This design comes from an exercise in tuning for small area, a short achievable clock period and few clock cycles per item on the open sky130 flow, not from production work.
The RTL was checked by simulation tests, not by an equivalence proof against the original design.

### design/flow/design.v
package jpe_pkg;
	localparam int MAX_DEGREE = 32;
	localparam logic [1:0] REG_DEGREE = 2'd0;
	localparam logic [1:0] REG_ALPHA = 2'd1;
	localparam logic [1:0] REG_BETA = 2'd2;
	localparam logic [1:0] REG_SCALE = 2'd3;
endpackage
module jpe_qmul (
	input logic [56:0] a,
	input logic [31:0] b,
	input logic [64:0] c,
	output logic [89:0] p
);
	assign p = 90'(a) * 90'(b) + 90'(c);
endmodule
module jpe_div_cell (
	input logic [51:0] den,
	input logic nbit,
	input logic [51:0] rem_in,
	output logic [51:0] rem_out,
	output logic q
);
	logic [53:0] df;
	always_comb begin
		df = {1'b0, rem_in, nbit} - {2'b0, den};
		q = ~df[53];
		rem_out = q ? df[51:0] : {rem_in[50:0], nbit};
	end
endmodule
module jpe_qdiv #(
	parameter int R = 4
) (
	input logic clk,
	input logic arst_n,
	input logic start,
	input logic ack,
	input logic [62:0] n_m,
	input logic n_s,
	input logic [51:0] d_m,
	input logic d_s,
	output logic busy,
	output logic done,
	output logic [62:0] q_m,
	output logic q_s,
	output logic q_sat
);
	logic busy_q, big_q, neg_q, zero_q, pn_q;
	logic [6:0] p_q, p_d;
	logic [51:0] rem_q, den_q;
	logic [63:0] nq_q;
	logic fin;
	logic sk32, sk16, sk8;
	logic [51:0] rem_c [R+1];
	logic [R-1:0] qb, nb;
	logic [64:0] qr;
	always_comb begin
		sk32 = (p_q <= 7'd32) && (rem_q[51:20] == '0) &&
			({rem_q[19:0], nq_q[63:32]} < den_q);
		sk16 = (p_q <= 7'd48) && (rem_q[51:36] == '0) &&
			({rem_q[35:0], nq_q[63:48]} < den_q);
		sk8 = (p_q <= 7'd56) && (rem_q[51:44] == '0) &&
			({rem_q[43:0], nq_q[63:56]} < den_q);
	end
	assign rem_c[0] = rem_q;
	for (genvar j = 0; j < R; j++) begin : g_cell
		assign nb[j] = nq_q[63-j] & pn_q;
		jpe_div_cell u_cell (
			.den(den_q),
			.nbit(nb[j]),
			.rem_in(rem_c[j]),
			.rem_out(rem_c[j+1]),
			.q(qb[R-1-j])
		);
	end
	assign fin = zero_q | big_q | (p_q == 7'd96);
	assign busy = busy_q;
	assign done = busy_q & fin;
	always_comb begin
		qr = {1'b0, nq_q} + 65'({rem_q, 1'b0} >= {1'b0, den_q});
		q_sat = zero_q | big_q | qr[64] | qr[63];
		if (zero_q)
			q_m = '0;
		else if (q_sat)
			q_m = '1;
		else
			q_m = qr[62:0];
		q_s = neg_q;
	end
	always_ff @(posedge clk or negedge arst_n) begin
		if (!arst_n)
			busy_q <= 1'b0;
		else if (start)
			busy_q <= 1'b1;
		else if (ack)
			busy_q <= 1'b0;
	end
	always_comb begin
		if (sk32)
			p_d = p_q + 7'd32;
		else if (sk16)
			p_d = p_q + 7'd16;
		else if (sk8)
			p_d = p_q + 7'd8;
		else
			p_d = p_q + 7'(R);
	end
	always_ff @(posedge clk) begin
		if (start) begin
			p_q <= '0;
			pn_q <= 1'b1;
			rem_q <= '0;
			nq_q <= {1'b0, n_m};
			big_q <= 1'b0;
			den_q <= d_m;
			neg_q <= n_s ^ d_s;
			zero_q <= (d_m == '0);
		end else if (busy_q && !fin) begin
			p_q <= p_d;
			pn_q <= (p_d < 7'd64);
			if (sk32) begin
				rem_q <= {rem_q[19:0], nq_q[63:32]};
				nq_q <= {nq_q[31:0], 32'd0};
			end else if (sk16) begin
				rem_q <= {rem_q[35:0], nq_q[63:48]};
				nq_q <= {nq_q[47:0], 16'd0};
			end else if (sk8) begin
				rem_q <= {rem_q[43:0], nq_q[63:56]};
				nq_q <= {nq_q[55:0], 8'd0};
			end else begin
				rem_q <= rem_c[R];
				nq_q <= {nq_q[63-R:0], qb};
				big_q <= big_q | (~pn_q & (|nq_q[63:64-R]));
			end
		end
	end
endmodule
import jpe_pkg::*;
module jacobi_polynomial_eval (
	input logic clk,
	input logic arst_n,
	input logic cfg_we,
	input logic [1:0] cfg_addr,
	input logic [31:0] cfg_data,
	input logic s_tvalid,
	output logic s_tready,
	input logic [31:0] s_tdata,
	output logic m_tvalid,
	input logic m_tready,
	output logic [55:0] m_tdata
);
	typedef enum logic [4:0] {
		S_IDLE, S_AB, S_P1A, S_P1B, S_Y1,
		S_M2, S_M3, S_INNER, S_DEN, S_G1, S_M4, S_M5,
		S_P2A, S_P2B, S_WAIT, S_Q1A, S_Q1B, S_NUM, S_WAITF, S_FA, S_FB, S_OUT
	} state_t;
	localparam logic [62:0] MAX63 = '1;
	state_t state_q, state_d;
	logic [5:0] degree_q;
	logic [21:0] alpha_q, beta_q;
	logic [31:0] scale_q;
	logic [31:0] x_q;
	logic xs_q;
	logic [5:0] kp_q, kp_d;
	logic last_q, sat_q;
	logic [47:0] val_q;
	logic ovf_q, mv_q;
	logic t_s, g1_s, g0_s, ab_s, den_s, y_s;
	logic [62:0] t_m, g1_m, y_m;
	logic [51:0] g0_m, den_m;
	logic [42:0] ab_m;
	logic [57:0] acc_q;
	logic dv_start, dv_ack, dv_busy, dv_done, dv_s, dv_sat;
	logic [62:0] dv_m;
	logic [5:0] nn;
	assign nn = (degree_q > 6'd32) ? 6'd32 : degree_q;
	always_comb begin
		state_d = state_q;
		kp_d = kp_q;
		case (state_q)
			S_IDLE: if (s_tvalid) state_d = S_AB;
			S_AB: state_d = S_P1A;
			S_P1A: state_d = S_P1B;
			S_P1B: state_d = S_Y1;
			S_Y1: begin
				kp_d = 6'd2;
				state_d = (nn < 6'd2) ? S_FA : S_M2;
			end
			S_M2: state_d = S_M3;
			S_M3: state_d = S_INNER;
			S_INNER: state_d = S_DEN;
			S_DEN: state_d = S_G1;
			S_G1: state_d = S_M4;
			S_M4: state_d = S_M5;
			S_M5: state_d = S_P2A;
			S_P2A: state_d = S_P2B;
			S_P2B: state_d = S_WAIT;
			S_WAIT: if (!dv_busy || dv_done) state_d = S_Q1A;
			S_Q1A: state_d = S_Q1B;
			S_Q1B: begin
				if (kp_q < nn)
					kp_d = kp_q + 6'd1;
				state_d = S_NUM;
			end
			S_NUM: state_d = last_q ? S_WAITF : S_M3;
			S_WAITF: if (dv_done) state_d = S_FA;
			S_FA: state_d = S_FB;
			S_FB: state_d = S_OUT;
			S_OUT: if (!mv_q || m_tready) state_d = S_IDLE;
			default: state_d = S_IDLE;
		endcase
	end
	logic [24:0] al, be, sig, t2p, t1p, t0p, ksp, kap, kbp, amb, ap1, sp2;
	always_comb begin
		al = {{3{alpha_q[21]}}, alpha_q};
		be = {{3{beta_q[21]}}, beta_q};
		sig = al + be;
		t2p = {2'b0, kp_d, 17'd0} + sig;
		t1p = t2p - 25'h10000;
		t0p = t2p - 25'h20000;
		ksp = {3'b0, kp_d, 16'd0} + sig;
		kap = {3'b0, kp_d - 6'd1, 16'd0} + al;
		kbp = {3'b0, kp_d - 6'd1, 16'd0} + be;
		amb = al - be;
		ap1 = al + 25'h10000;
		sp2 = sig + 25'h20000;
	end
	logic [34:0] xm1;
	assign xm1 = {x_q[31], x_q, 2'b00} - 35'h1_0000_0000;
	logic [34:0] sa, sa_d, sa_q;
	logic [24:0] sb, sb_d, sb_q;
	always_comb begin
		case (state_d)
			S_AB: sa = {{10{amb[24]}}, amb};
			S_P1A: sa = xm1;
			S_Y1: sa = {{10{ap1[24]}}, ap1};
			S_M4: sa = {{10{kap[24]}}, kap};
			default: sa = {{10{t2p[24]}}, t2p};  
		endcase
		case (state_d)
			S_AB: sb = sig;
			S_P1A: sb = sp2;
			S_G1: sb = t1p;
			S_INNER: sb = ksp;
			S_M4: sb = kbp;
			S_M5: sb = t2p;
			default: sb = t0p;  
		endcase
		sa_d = sa[34] ? 35'(-sa) : sa;
		sa_d[34] = sa[34];
		sb_d = sb[24] ? 25'(-sb) : sb;
		sb_d[24] = sb[24];
	end
	always_ff @(posedge clk) begin
		sa_q <= sa_d;
		sb_q <= sb_d;
	end
	logic sa_s, sb_s;
	logic [33:0] sa_m;
	logic [23:0] sb_m;
	assign sa_s = sa_q[34];
	assign sa_m = sa_q[33:0];
	assign sb_s = sb_q[24];
	assign sb_m = sb_q[23:0];
	logic [56:0] ma;
	logic [31:0] mb;
	logic [64:0] mc;
	logic m_as, m_bs;
	logic [1:0] msh;  
	logic [89:0] mp;
	always_comb begin
		ma = '0;
		m_as = 1'b0;
		mb = '0;
		m_bs = 1'b0;
		mc = 65'h8000_0000;
		msh = 2'd0;
		case (state_q)
			S_AB, S_M2, S_M4, S_NUM: begin
				ma = 57'({sa_m[23:0], 16'd0});
				m_as = sa_s;
			end
			S_P1A: begin
				ma = 57'(sa_m);
				m_as = sa_s;
			end
			S_INNER: begin
				ma = 57'({kp_q, 33'd0});
			end
			S_P1B, S_M3, S_G1, S_DEN, S_M5: begin
				ma = (state_q == S_G1) ? g1_m[56:0] : t_m[56:0];
				m_as = (state_q == S_G1) ? g1_s : t_s;
			end
			S_P2A, S_P2B: begin
				ma = 57'({g0_m, 1'b0});
				m_as = ~g0_s;
			end
			S_Q1A, S_Q1B: begin
				ma = g1_m[56:0];
				m_as = g1_s;
			end
			default: begin  
				ma = 57'({scale_q, 8'd0});
			end
		endcase
		case (state_q)
			S_P1B: mb = 32'h8000;
			S_M3: begin mb = x_q; m_bs = xs_q; end
			S_P2A: begin
				mb = (kp_q == 6'd2) ? 32'd0 : y_m[31:0];
				m_bs = (kp_q == 6'd2) ? 1'b0 : y_s;
			end
			S_P2B: begin
				mb = (kp_q == 6'd2) ? 32'd1 : {1'b0, y_m[62:32]};
				m_bs = (kp_q == 6'd2) ? 1'b0 : y_s;
			end
			S_Q1A, S_FA: begin mb = y_m[31:0]; m_bs = y_s; end
			S_Q1B, S_FB: begin mb = {1'b0, y_m[62:32]}; m_bs = y_s; end
			default: begin mb = 32'(sb_m); m_bs = sb_s; end
		endcase
		case (state_q)
			S_P2A, S_Q1A, S_FA: mc = 65'h8000_0000;
			S_P2B, S_Q1B, S_FB: mc = 65'(acc_q);
			S_M3: begin mc = 65'h2000_0000; msh = 2'd2; end
			default: begin mc = 65'h8000; msh = 2'd1; end
		endcase
	end
	jpe_qmul u_mul (.a(ma), .b(mb), .c(mc), .p(mp));
	logic r_s, r_sat;
	logic [62:0] r_m;
	always_comb begin
		r_s = m_as ^ m_bs;
		case (msh)
			2'd1: begin
				r_sat = |mp[89:79];
				r_m = mp[78:16];
			end
			2'd2: begin
				r_sat = 1'b0;  
				r_m = 63'(mp[89:30]);
			end
			default: begin
				r_sat = |mp[89:63];
				r_m = mp[62:0];
			end
		endcase
		if (r_sat)
			r_m = MAX63;
	end
	logic ax_s, ay_s, z_s, z_sat;
	logic [62:0] ax_m, ay_m, z_m;
	logic [63:0] zsum;
	always_comb begin
		case (state_q)
			S_Y1: begin ax_m = 63'({sa_m[23:0], 16'd0}); ax_s = sa_s; end
			S_NUM: begin ax_m = g1_m; ax_s = g1_s; end
			default: begin ax_m = t_m; ax_s = t_s; end  
		endcase
		if (state_q == S_INNER) begin
			ay_m = 63'(ab_m);
			ay_s = ab_s;
		end else begin
			ay_m = t_m;
			ay_s = t_s;
		end
		z_sat = 1'b0;
		if (ax_s == ay_s) begin
			zsum = {1'b0, ax_m} + {1'b0, ay_m};
			z_s = ax_s;
			z_sat = zsum[63];
			z_m = z_sat ? MAX63 : zsum[62:0];
		end else begin
			zsum = {1'b0, ax_m} - {1'b0, ay_m};
			if (zsum[63]) begin
				z_m = 63'(-zsum);
				z_s = ay_s;
			end else begin
				z_m = zsum[62:0];
				z_s = ax_s;
			end
		end
	end
	assign dv_start = (state_q == S_NUM);
	assign dv_ack = dv_done && (state_q == S_WAIT || state_q == S_WAITF);
	jpe_qdiv #(.R(4)) u_div (
		.clk(clk), .arst_n(arst_n),
		.start(dv_start), .ack(dv_ack),
		.n_m(z_m), .n_s(z_s), .d_m(den_m), .d_s(den_s),
		.busy(dv_busy), .done(dv_done),
		.q_m(dv_m), .q_s(dv_s), .q_sat(dv_sat)
	);
	logic [47:0] fin_v;
	logic fin_sat;
	always_comb begin
		fin_sat = 1'b0;
		if (!t_s && (|t_m[62:47])) begin
			fin_v = 48'h7FFF_FFFF_FFFF;
			fin_sat = 1'b1;
		end else if (t_s && ((|t_m[62:48]) || (t_m[47] && (|t_m[46:0])))) begin
			fin_v = 48'h8000_0000_0000;
			fin_sat = 1'b1;
		end else begin
			fin_v = t_s ? 48'(-t_m[47:0]) : t_m[47:0];
		end
	end
	always_ff @(posedge clk or negedge arst_n) begin
		if (!arst_n) begin
			degree_q <= '0;
			alpha_q <= '0;
			beta_q <= '0;
			scale_q <= 32'd16777216;
		end else if (cfg_we) begin
			case (cfg_addr)
				REG_DEGREE: degree_q <= cfg_data[5:0];
				REG_ALPHA: alpha_q <= cfg_data[21:0];
				REG_BETA: beta_q <= cfg_data[21:0];
				REG_SCALE: scale_q <= cfg_data;
				default: ;
			endcase
		end
	end
	assign s_tready = (state_q == S_IDLE);
	assign m_tvalid = mv_q;
	assign m_tdata = {7'd0, ovf_q, val_q};
	always_ff @(posedge clk or negedge arst_n) begin
		if (!arst_n) begin
			state_q <= S_IDLE;
			kp_q <= 6'd2;
			last_q <= 1'b0;
			mv_q <= 1'b0;
		end else begin
			state_q <= state_d;
			kp_q <= kp_d;
			if (state_q == S_Q1B)
				last_q <= !(kp_q < nn);
			if (state_q == S_OUT && (!mv_q || m_tready))
				mv_q <= 1'b1;
			else if (mv_q && m_tready)
				mv_q <= 1'b0;
		end
	end
	always_ff @(posedge clk) begin
		case (state_q)
			S_IDLE: begin
				x_q <= s_tdata;
				sat_q <= 1'b0;
			end
			S_AB: begin
				ab_m <= r_m[42:0];
				ab_s <= r_s;
			end
			S_P1A: begin
				t_m <= r_m;
				t_s <= r_s;
				x_q <= x_q[31] ? 32'(-x_q) : x_q;
				xs_q <= x_q[31];
			end
			S_P1B, S_M2, S_M3, S_INNER, S_M4, S_NUM, S_P2B, S_FB: begin
				t_m <= r_m;
				t_s <= r_s;
			end
			S_Y1: begin
				if (nn == 6'd0) begin
					y_m <= 63'h1_0000_0000;
					y_s <= 1'b0;
				end else begin
					y_m <= z_m;
					y_s <= z_s;
				end
				sat_q <= sat_q | z_sat;
			end
			S_WAIT, S_WAITF: begin
				if (dv_done) begin
					y_m <= dv_m;
					y_s <= dv_s;
				end
			end
			default: ;
		endcase
		case (state_q)
			S_INNER: begin  
				g1_m <= z_m;
				g1_s <= z_s;
			end
			S_G1, S_Q1B: begin
				g1_m <= r_m;
				g1_s <= r_s;
			end
			default: ;
		endcase
		if (state_q == S_DEN) begin
			den_m <= r_m[51:0];
			den_s <= r_s;
		end
		if (state_q == S_M5) begin
			g0_m <= r_m[51:0];
			g0_s <= r_s;
		end
		case (state_q)
			S_P2A, S_Q1A, S_FA: acc_q <= mp[89:32];
			default: ;
		endcase
		case (state_q)
			S_P2B, S_Q1B, S_FB: sat_q <= sat_q | r_sat;
			S_NUM: sat_q <= sat_q | z_sat;
			S_WAIT, S_WAITF: if (dv_done) sat_q <= sat_q | dv_sat;
			S_OUT: if (!mv_q || m_tready) begin
				val_q <= fin_v;
				ovf_q <= sat_q | fin_sat;
			end
			default: ;
		endcase
	end
endmodule
### design/flow/run.sh
#!/bin/bash
# synth_recipe.tcl (not shown) runs the flow's synth.tcl, then flattens the netlist and writes it again
# the make line also repeats each setting of config.mk as NAME=value (left out here)
make -C /OpenROAD-flow-scripts/flow DESIGN_CONFIG=/design/flow/config.mk WORK_HOME=/design/flow/orfs CLKGATE_MAP_FILE= SYNTH_SCRIPT=/design/flow/synth_recipe.tcl finish
### design/flow/config.mk
export PLATFORM = sky130hd
export DESIGN_NAME = jacobi_polynomial_eval
export DESIGN_NICKNAME = jacobi_polynomial_eval
export VERILOG_FILES = /design/flow/design.v
export SDC_FILE = /design/flow/constraint.sdc
export NUM_CORES = 4
export LEC_CHECK = 0
export CAP_MARGIN = 20
export CORE_MARGIN = 2
export CORE_UTILIZATION = 40
export SLEW_MARGIN = 20
### design/flow/constraint.sdc
create_clock -name core_clock -period 20.0 [get_ports {clk}]
set_input_delay 4.0000 -clock core_clock [delete_from_list [all_inputs] [get_ports {clk}]]
set_output_delay 4.0000 -clock core_clock [all_outputs]
set_load 0.01 [all_outputs]
==> metrics.csv <==
metric;value;unit
R2R setup slack;1.14;ns
register bit total from synthesis;816;
Vias;121900;
Register Area;22810;um2
Reg2Reg Depth;56;
layout cells sized above 1;0.06263;
Mean Syn Cell Area;8.406;um2
Multi-input gate area;98990;um2
Critical Path Fanout Max;29;
Iteration-0 DRC Markers;15210;
crit-path max cell delay;0.94;ns
Post-CTS Setup Inserts;0;
Least-Margin Pin Slew;1.369;ns
final period utilization;0.9430;
Metal-1 WL;235.5;mm
top_reg_cell synth;edfxtp_1;
clk slew on worst S/H paths;0.07;ns
Max Used Layer;met5;
max cap viols;0;
placed insts;19720;
pin count of the biggest net entering global routing;105;
DIE AREA;334700;um2
DR vias/cell;6.118;
routability cong.;1.048;
WHS;0.5394;ns
area delta synth->final;7.883;%
total grt overflow;0;
RSZ-0062 raised after global routing;false;
reg-to-reg endpoint;u_div.rem_q[4];
Pre-antenna DRT Iters;9;
Setup Viol. Count Final;0;
Routed met2 length;242.9;mm
CP max stage cell;a2111oi_0;
first-pass GRT wire length;849.9;mm
clk buf depth;3;
number of flops mapped to enable cells by yosys;599;
ANT nets after route;0;
htree depth;3;
crit path from;u_div.den_q[46];
reg-to-reg startpoint;u_div.den_q[46];
fin util;0.4344;
Synthesis Warnings;5;
clock sinks;816;
Final Skew;0.08038;ns
Crit path top cell by count;o21ai_0;
status;finished clean;
Hold Fails Final Rpt;0;
sequential share of the synthesized area;0.1728;
Critical Path End Type;flop;
Critical Path Sink;u_div.rem_q[4];
Post-Syn Instances;15710;
residual DRC count;0;
hold_buf cts;0;
crit path kind;reg2reg;
WP data required;20.59;ns
site row count;210;
antenna violations before repair;59;
Hold Path Class;reg2reg;
WP data arrival;19.45;ns
CP startpoint kind;flop;
core area;327900;um2
gr usage total;0.3498;
Hold Path Origin;degree_q[2];
clk latency of the worst-skew pair;0.77;ns
vias in the first global route;117800;
CTS tree;built;
final non-filler cell area;142500;um2
Nets;18140;
Final Max Tran Viols;0;
Post-DP Area;139200;um2
I/O pin count;129;
Synth cell types;101;
length of routed met3 wiring;77.50;mm
CTS Buf Count;93;
die extent in x;578.6;um
DP Wirelength;473.2;mm
wire length per cell;29.82;um
Die Ht;578.6;um
Slew Limit Headroom;0.08097;
port bufs;121;
non-filler cells, final;19930;
Post-CTS Resized;0;
synthesized area;132000;um2
min Tclk post-route;18.86;ns
CTS Root Cell;clkbuf_16;
Fillers;32970;
initial core utilization;0.4027;
final WL;594.3;mm
Async S/R FF share, synth;0.1176;
fmax;53.02;MHz
setup TNS;0;ns
==> per-stage QoR <==
| step | worst slack [ns] |
|---|---|
| floorplan | 5.949 |
| global placement | 1.826 |
| detailed placement | 1.707 |
| CTS | 1.609 |
| global route | 0.5764 |
| finish | 1.140 |
==> cell type report <==
cell class / count / share of cell area
sequential: 816 / 0.1601
antenna: 29 / 0.0005094
inverter: 2030 / 0.05353
clock buffer: 116 / 0.01744
multi-input combinational: 12000 / 0.6949
clock inverter: 55 / 0.004488
timing repair buffer: 537 / 0.03082
tap: 4346 / 0.03817
==> flip-flops by register name, indices dropped and copies added (netlist names), 25 cells and up <==
register	cells
g0_m	52
x_q	32
u_div.den_q	52
u_div.nq_q	64
t_m	63
val_q	48
y_m	63
sa_q	35
u_div.rem_q	52
g1_m	63
den_m	52
scale_q	32
acc_q	58
ab_m	43
sb_q	25
==> layout by cell type, fill, tap and decap left out, types with 322 or more instances in the layout <==
master	count
nand2_1	2437
inv_1	2019
fa_1	1659
nor2_1	1316
ha_1	932
a21oi_1	793
o21ai_0	697
edfxtp_1	599
xnor2_1	445
buf_4	409
a21o_1	322
==> cells by family after synthesis <==
family	Yosys count	synth area share
buf+inv	2902	0.08368
other cells	1	0.00002840
fa+ha+maj	2591	0.3398
simple gates	5096	0.1689
flops	816	0.1728
mux	249	0.02044
xor+xnor	734	0.04885
compound gates	3320	0.1655
==> synth_stat cells, drive strengths merged, types with 101 or more instances <==
cell	number	area, um2
clkbuf	747	2806
xnor2	446	3906
dfxtp	121	2422
and2	179	1120
a31oi	161	1007
a21oi	798	3998
nor3	180	900.9
buf	125	623.1
nand3	195	975.9
nor2	1325	4974
inv	2023	7594
ha	932	11660
nand2b	115	719.4
xor2	288	2545
o21ai	752	3775
mux2	165	1858
a21o	322	2417
nor2b	101	631.9
nand2	2451	9200
fa	1659	33210
nand4	125	797.0
a22oi	128	960.9
edfxtp	599	17990
==> worst max-delay path, delay by kind of cell (launching register included) <==
family | cells | cell delay [ns]
AO/OA/AOI/OAI | 32 | 10.57
AND/OR/NAND/NOR | 10 | 3.23
buffers and inverters | 6 | 1.74
adder cells (fa/ha/maj) | 4 | 1.36
multiplexers | 4 | 1.36
flip-flops | 1 | 0.35
==> worst min path at each step <==
stage / end / slack (ns) / depth (start not counted)
after floorplan: u_div.den_q[0] / 0.43 / 0
after global placement: u_div.busy_q / 0.52 / 2
after detailed placement: degree_q[2] / 0.53 / 1
after CTS: degree_q[2] / 0.54 / 1
after global routing: degree_q[2] / 0.55 / 1
final: degree_q[2] / 0.54 / 1
==> metal layers <==
metal / global-route usage / vias to the layer above
met4: 0.1782 / 40
met3: 0.1157 / 1419
met2: 0.5008 / 7608
li1: - / 52240
met5: 0.02141 / -
met1: 0.4671 / 60600
Testbench counts, summed over its fixed seeds: cycles 74,757, items 576.

-- re-timing with driven ports --
The results above use ideal ports. As a check the final layout listed here was re-extracted and re-timed, cells and wires unchanged.
Step 1, drivers: a clkbuf_16 drives clk and a buf_2 each remaining input, both assumed.
Step 2 times the ports against the registers' clock, not the clock port: input delays grow and output delays shrink by t, the midpoint of the rising clock arrivals with the driver on.
a / b / c = ideal / step 1 / step 2; a / b = the first two.
t, ns: 0.826
slack for setup (ns): 1.140 / 1.140 / 1.140
worst setup path at the end: register to register
slew at the worst register clock pin (ns): 0.08 / 0.08
After both steps this run still meets setup and hold. The setup slack of this run moves by 0.000 ns with the drivers and by 0.000 ns with both steps.
